This design comes from an exercise in tuning for small area on the open sky130 flow, not from production work. Only simulation tests tie the RTL to the original design; equivalence was not proved. No activity file was given, so power comes from the tool's default toggle rates.

## flow/constraint.sdc

```tcl
create_clock -name core_clock -period 5.0 [get_ports {clk}]
set_input_delay 1.0000 -clock core_clock [delete_from_list [all_inputs] [get_ports {clk}]]
set_output_delay 1.0000 -clock core_clock [all_outputs]
set_load 0.01 [all_outputs]
```

## flow/config.mk

```make
export PLATFORM = sky130hd
export DESIGN_NAME = prog_instruction_memory
export DESIGN_NICKNAME = prog_instruction_memory
export VERILOG_FILES = /design/flow/design.v
export SDC_FILE = /design/flow/constraint.sdc
export NUM_CORES = 4
export LEC_CHECK = 0
export CAP_MARGIN = 20
export CORE_MARGIN = 2
export CORE_UTILIZATION = 40
export SLEW_MARGIN = 20
```

## flow/design.v

```verilog
`default_nettype none
package prog_instruction_memory_pkg;
    localparam int IMEM_DATA_W = 32;    
    localparam int IMEM_DEPTH  = 64;    
    localparam int IMEM_ADDR_W = 10;    
    typedef enum logic [1:0] {
        ST_CLEAR = 2'd0,
        ST_IDLE  = 2'd1,
        ST_LOAD  = 2'd2,
        ST_DONE  = 2'd3
    } imem_state_e;
endpackage
`default_nettype wire
`default_nettype none
module imem_array
#(
    parameter int DATA_W = prog_instruction_memory_pkg::IMEM_DATA_W,
    parameter int DEPTH  = prog_instruction_memory_pkg::IMEM_DEPTH,
    parameter int AW     = $clog2(DEPTH)
) (
    input  wire logic              clk,
    input  wire logic              rst_n,
    input  wire logic              i_we,
    input  wire logic [AW-1:0]     i_waddr,
    input  wire logic [DATA_W-1:0] i_wdata,
    input  wire logic              i_re,
    input  wire logic [AW-1:0]     i_raddr,
    output logic      [DATA_W-1:0] o_rdata
);
    logic [DATA_W-1:0] r_mem [DEPTH];
    logic [DATA_W-1:0] r_rdata;
    always_ff @(posedge clk) begin
        if (i_we) begin
            r_mem[i_waddr] <= i_wdata;
        end
    end
    always_ff @(posedge clk or negedge rst_n) begin
        if (!rst_n) begin
            r_rdata <= '0;
        end else if (i_re) begin
            r_rdata <= r_mem[i_raddr];
        end
    end
    assign o_rdata = r_rdata;
endmodule
`default_nettype wire
`default_nettype none
module prog_instruction_memory
#(
    parameter int DATA_W = prog_instruction_memory_pkg::IMEM_DATA_W,
    parameter int DEPTH  = prog_instruction_memory_pkg::IMEM_DEPTH,
    parameter int ADDR_W = prog_instruction_memory_pkg::IMEM_ADDR_W
) (
    input  wire logic                  clk,
    input  wire logic                  rst_n,
    input  wire logic                  load_start,
    input  wire logic                  load_valid,
    input  wire logic [DATA_W-1:0]     load_data,
    input  wire logic                  load_last,
    output logic                       load_ready,
    output logic                       load_done,
    input  wire logic                  fetch_req,
    input  wire logic [ADDR_W-1:0]     fetch_addr,
    output logic                       fetch_valid,
    output logic      [DATA_W-1:0]     instruction,
    output logic                       fetch_err,
    output logic                       busy,
    output logic      [$clog2(DEPTH):0] word_count
);
    localparam int WORD_AW = $clog2(DEPTH);
    localparam logic [1:0] S_CLEAR = prog_instruction_memory_pkg::ST_CLEAR;
    localparam logic [1:0] S_IDLE  = prog_instruction_memory_pkg::ST_IDLE;
    localparam logic [1:0] S_LOAD  = prog_instruction_memory_pkg::ST_LOAD;
    localparam logic [1:0] S_DONE  = prog_instruction_memory_pkg::ST_DONE;
    localparam logic [WORD_AW-1:0] LAST_IDX = WORD_AW'(DEPTH - 1);
    logic [1:0]         r_state;
    logic [WORD_AW-1:0] r_clr_ptr;
    logic [WORD_AW-1:0] r_wr_ptr;
    logic [WORD_AW:0]   r_word_count;
    logic               r_fetch_valid;
    logic               r_fetch_err;
    logic               r_rsp_err;      
    logic               w_load_accept;
    logic               w_fetch_accept;
    logic               w_misaligned;
    logic               w_out_of_range;
    logic               w_addr_bad;
    logic               w_mem_we;
    logic [WORD_AW-1:0] w_mem_waddr;
    logic [DATA_W-1:0]  w_mem_wdata;
    logic               w_mem_re;
    logic [DATA_W-1:0]  w_mem_rdata;
    assign w_load_accept  = (r_state == S_LOAD) && load_valid;
    assign w_fetch_accept = fetch_req &&
                            ((r_state == S_IDLE) || (r_state == S_DONE));
    assign w_misaligned = |fetch_addr[1:0];
    if (ADDR_W > WORD_AW + 2) begin : g_range_chk
        assign w_out_of_range = |fetch_addr[ADDR_W-1:WORD_AW+2];
    end else begin : g_no_range_chk
        assign w_out_of_range = 1'b0;
    end
    assign w_addr_bad = w_misaligned || w_out_of_range;
    always_ff @(posedge clk or negedge rst_n) begin
        if (!rst_n) begin
            r_state      <= S_CLEAR;
            r_clr_ptr    <= '0;
            r_wr_ptr     <= '0;
            r_word_count <= '0;
        end else begin
            case (r_state)
                S_CLEAR: begin
                    r_clr_ptr <= r_clr_ptr + 1'b1;
                    if (r_clr_ptr == LAST_IDX) begin
                        r_state <= S_IDLE;
                    end
                end
                S_IDLE: begin
                    if (load_start) begin
                        r_state      <= S_LOAD;
                        r_wr_ptr     <= '0;
                        r_word_count <= '0;
                    end
                end
                S_LOAD: begin
                    if (w_load_accept) begin
                        r_wr_ptr     <= r_wr_ptr + 1'b1;
                        r_word_count <= r_word_count + 1'b1;
                        if (load_last || (r_wr_ptr == LAST_IDX)) begin
                            r_state <= S_DONE;
                        end
                    end
                end
                S_DONE: begin
                    r_state <= S_IDLE;
                end
                default: begin
                    r_state <= S_CLEAR;
                end
            endcase
        end
    end
    always_ff @(posedge clk or negedge rst_n) begin
        if (!rst_n) begin
            r_fetch_valid <= 1'b0;
            r_fetch_err   <= 1'b0;
            r_rsp_err     <= 1'b0;
        end else begin
            r_fetch_valid <= w_fetch_accept;
            r_fetch_err   <= w_fetch_accept && w_addr_bad;
            if (w_fetch_accept) begin
                r_rsp_err <= w_addr_bad;
            end
        end
    end
    always_comb begin
        w_mem_we    = 1'b0;
        w_mem_waddr = r_wr_ptr;
        w_mem_wdata = load_data;
        if (r_state == S_CLEAR) begin
            w_mem_we    = 1'b1;
            w_mem_waddr = r_clr_ptr;
            w_mem_wdata = '0;
        end else if (w_load_accept) begin
            w_mem_we    = 1'b1;
        end
    end
    assign w_mem_re = w_fetch_accept && !w_addr_bad;
    imem_array #(
        .DATA_W (DATA_W),
        .DEPTH  (DEPTH),
        .AW     (WORD_AW)
    ) u_imem_array (
        .clk     (clk),
        .rst_n   (rst_n),
        .i_we    (w_mem_we),
        .i_waddr (w_mem_waddr),
        .i_wdata (w_mem_wdata),
        .i_re    (w_mem_re),
        .i_raddr (fetch_addr[WORD_AW+1:2]),
        .o_rdata (w_mem_rdata)
    );
    assign load_ready  = (r_state == S_LOAD);
    assign load_done   = (r_state == S_DONE);
    assign busy        = (r_state == S_CLEAR) || (r_state == S_LOAD);
    assign word_count  = r_word_count;
    assign fetch_valid = r_fetch_valid;
    assign fetch_err   = r_fetch_err;
    assign instruction = r_rsp_err ? '0 : w_mem_rdata;
endmodule
`default_nettype wire
```

## flow/run.sh

```bash
#!/bin/bash
# synth_recipe.tcl (not shown) runs the flow's synth.tcl, then flattens the netlist and writes it again
# the make line also repeats each setting of config.mk as NAME=value (left out here)
make -C /OpenROAD-flow-scripts/flow DESIGN_CONFIG=/design/flow/config.mk WORK_HOME=/design/flow/orfs CLKGATE_MAP_FILE= SYNTH_SCRIPT=/design/flow/synth_recipe.tcl finish
```

==> run notes <==
Post-synth ARST share=2.66%; Simple-Gate Fraction of Synth Area=3.26%; pwr dens=435 nW/um^2; skew final=0.0432 ns; DIE AREA=208000 sq um; CTS root buf=clkbuf_16; Die W=456 um; I/O Buffers=91; synthesized cell area=81800 sq um; first-pass GRT wire length=330 mm; H-tree depth=4; initial antenna violation count=26; routed vias=43097; final net count=4613; setup repair bufs after CTS=0; Iteration-0 DRC Markers=5571; fraction of layout cells with a size suffix above 1=18.1%; Routed Antenna Nets=0; core area=203000 sq um; die span in y=456 um; # setup viols final=0; sequential share of the synthesized area=76.9%; post-synthesis mux area share=13.2%; CTS Buffer Depth=3; Syn Inst Count=4268; Distinct cells, synth=47; hold buffers post-CTS=0; drt wl/cell=32.0 um; Max Fclk=0.254 GHz; RSZ-0062 raised after global routing=false; CP endpoint kind=output port; Seq cells post-synth=2104; CTS tree=yes; Final period util=78.6%; Detailed Route WL=237 mm; Crit path max-delay family=adder cells; largest net degree at the start of global routing=97; critical path, cell by cell=inv_1 > ha_4 > or2_2 > clkdlybuf4s50_1; Clk Latency, worst-skew pair=0.86 ns; total global routing overflow=0; post_cts resized=0; DP HPWL=147 mm; status=timing/DRC/antenna clean; Slew headroom=21.7%; worst slew pin tran=1.17 ns; DRT Pass-1 Iters=6; yosys warns=2; min Tclk post-route=3.93 ns; sw power=10600 uW; CP Data Arrival Time=2.93 ns; Ports=92; final slew viol count=0; most frequent cells in the layout=2048 x edfxtp_1, 645 x mux2i_1, 209 x clkbuf_16; setup TNS=0 ns; Synth Net Count=4324; main combinational cell family by area after synthesis=multiplexers; CP Class=reg2out; initial core utilization=40.3%; WP buf/inv=2; Post-Synth XOR/XNOR Area=0.150%; global router's overall resource usage=22.4%; post-layout util=46.6%; post-synthesis adder-cell area fraction=0.122%; Reg power frac=51.9%; crit path launch type=flip-flop; Logic pwr share=11.2%; commonest non-fill, non-tap cell in the layout=edfxtp_1; Layout area overhead=15.4%; Rows=165; Sw Ratio=25.9%; Post-synth top flop=edfxtp_1; top cells by area, synth=edfxtp_1 75%, mux2i_1 7.9%, mux4_2 5.3%; leading area contributor after synthesis=edfxtp_1; TritonCTS Sinks=2104; Critical Path Max Stage Delay=0.73 ns; clock slew at reported path FFs=0.06 ns; CP max FO=39; Synth Area in Compound Gates=4.57%; Power Total=41000 uW; Synth top area share=75.2%; VDD IR max=0.445 mV; Clock Power Share=36.8%; Post-synth EDFFs=2048; Pint=30400 uW; Tightest Hold Check Type=in2async; Lkg Pwr=0.0312 uW; Final Hold Violating Endpoints=0; Critical-path top delay cell=ha_4; GP Congestion=0.884; data required time at the worst endpoint=4.00 ns; Post-Syn Area per Cell=19.2 sq um; CTS buffer count=208; DRC viols=0; maxcap violations=0; routed vias/inst=5.80; vias in the first global route=41557
-- cells by family after synthesis --
kind of cell    Yosys count
compound gates          500
flops                  2104
fa+ha+maj                 8
xor+xnor                 14
mux                     839
buf+inv                 266
simple gates            537
-- synth_stat cells (2+ instances only) --
| cell | instances |
|---|---|
| edfxtp_1 | 2048 |
| mux2i_1 | 645 |
| mux4_2 | 192 |
| nor2_1 | 175 |
| a22oi_1 | 128 |
| nor2b_1 | 101 |
| o22ai_1 | 96 |
| nand2_1 | 95 |
| clkbuf_1 | 88 |
| buf_2 | 81 |
| nand3_1 | 69 |
| dfrtp_1 | 56 |
| a221oi_1 | 53 |
| buf_4 | 51 |
| o32ai_1 | 40 |
| o21ai_0 | 37 |
| a22o_1 | 35 |
| a21oi_1 | 33 |
| nor3_1 | 33 |
| a211oi_1 | 32 |
| and4_1 | 32 |
| o221ai_1 | 32 |
| buf_6 | 22 |
| buf_1 | 14 |
| a221oi_2 | 11 |
| inv_1 | 10 |
| ha_1 | 8 |
| xnor2_1 | 8 |
| nand2b_1 | 6 |
| nand4_1 | 6 |
| xor2_1 | 6 |
| and3_1 | 5 |
| mux2_2 | 2 |
| nand4b_1 | 2 |
| nand4bb_1 | 2 |
| or2_2 | 2 |
| or3_1 | 2 |
-- power by group through the flow --
stage                     sequential [uW]  combinational (uW)  clock, uW
final                               21300                4610      15100
after detailed placement            21700                4590          0
after global placement              21700                4470          0
after floorplan                     21400                2090          0
after CTS                           21300                4590      15300
after global routing                21300                4810      16000
-- stage by stage --
step / instances / hold WS [ns] / worst slack [ns] / area (sq um)
final: 7426 / 0.141 / 1.07 / 94400
after global routing: 7419 / 0.138 / 0.958 / 94400
after CTS: 7410 / 0.105 / 0.982 / 94300
after detailed placement: 7017 / 0.514 / 0.656 / 87700
after global placement: 7014 / 0.511 / 0.613 / 87700
after floorplan: 4268 / 0.479 / 1.32 / 81800
-- worst register-to-register path, cell delays in order (launching register included) --
cell and delay, ns:
dfrtp_1 0.42, inv_1 0.15, ha_4 0.74, nand2_1 0.18, o32ai_1 0.42, nand2_1 0.68, nor2_4 0.57, buf_12 0.27
-- state kept, by name, indices dropped and copies added, names as in the netlist --
| name | cells |
|---|---|
| r_wr_ptr | 6 |
| r_word_count | 7 |
| r_state | 2 |
| u_imem_array.r_rdata | 32 |
| u_imem_array.r_mem | 2048 |
| r_clr_ptr | 6 |
| r_rsp_err | 1 |
| r_fetch_err | 1 |
| r_fetch_valid | 1 |
-- routing by layer --
layer	global-route usage (%)	share of wire [%]	vias up
li1	-	-	18001
met2	35.7	47	1951
met1	30.7	40	22751
met4	8.92	4.2	6
met3	3.89	7.9	388
met5	0	0.016	-
-- final timing paths --
| kind | startpoint | to | slack, ns | depth (start not counted) |
|---|---|---|---|---|
| setup / recovery | r_state[0] | busy | 1.07 | 4 |
| hold / removal | rst_n | r_fetch_valid | 0.14 | 1 |
| max in group asynchronous | rst_n | u_imem_array.r_rdata[0] | 3.78 | 2 |
| setup reg to reg | r_state[0] | u_imem_array.r_mem[60][13] | 1.19 | 7 |
| min in group core_clock | r_clr_ptr[4] | r_clr_ptr[4] | 0.53 | 1 |
| hold reg to reg | r_clr_ptr[4] | r_clr_ptr[4] | 0.53 | 1 |
-- final cells by class --
cell class	count	area (sq um)
Sequential cell	2104	62900
Antenna cell	14	35.0
Timing Repair Buffer	335	3290
Tap cell	2672	3340
Inverter	10	37.5
Clock inverter	112	902
Clock buffer	281	5680
Fill cell	17002	108000
Multi-Input combinational cell	1898	18200

[afterwards: timing with drivers on the ports]
In the flow no input, the clock included, has a driving cell. The finished layout below was timed again as built, in two steps. Step 1: set_driving_cell puts a clkbuf_16 on clk and a buf_2 on each other input, an assumption about the parent block. Step 2 also shifts input and output timing later by t, the mid clock arrival at the registers, as if the neighbouring blocks saw the same clock. Slacks: ideal ports / drivers / drivers and shift; pairs: ideal ports / drivers.
t, ns: 0.923
slack for setup (ns): 1.071 / 0.980 / 0.462
slew at the worst register clock pin (ns): 0.07 / 0.07
worst data-port slew with drivers (ns): 0.15
After both steps setup and hold are still met in this run. The setup slack of this run moves by -0.091 ns with the drivers and by -0.609 ns with both steps.
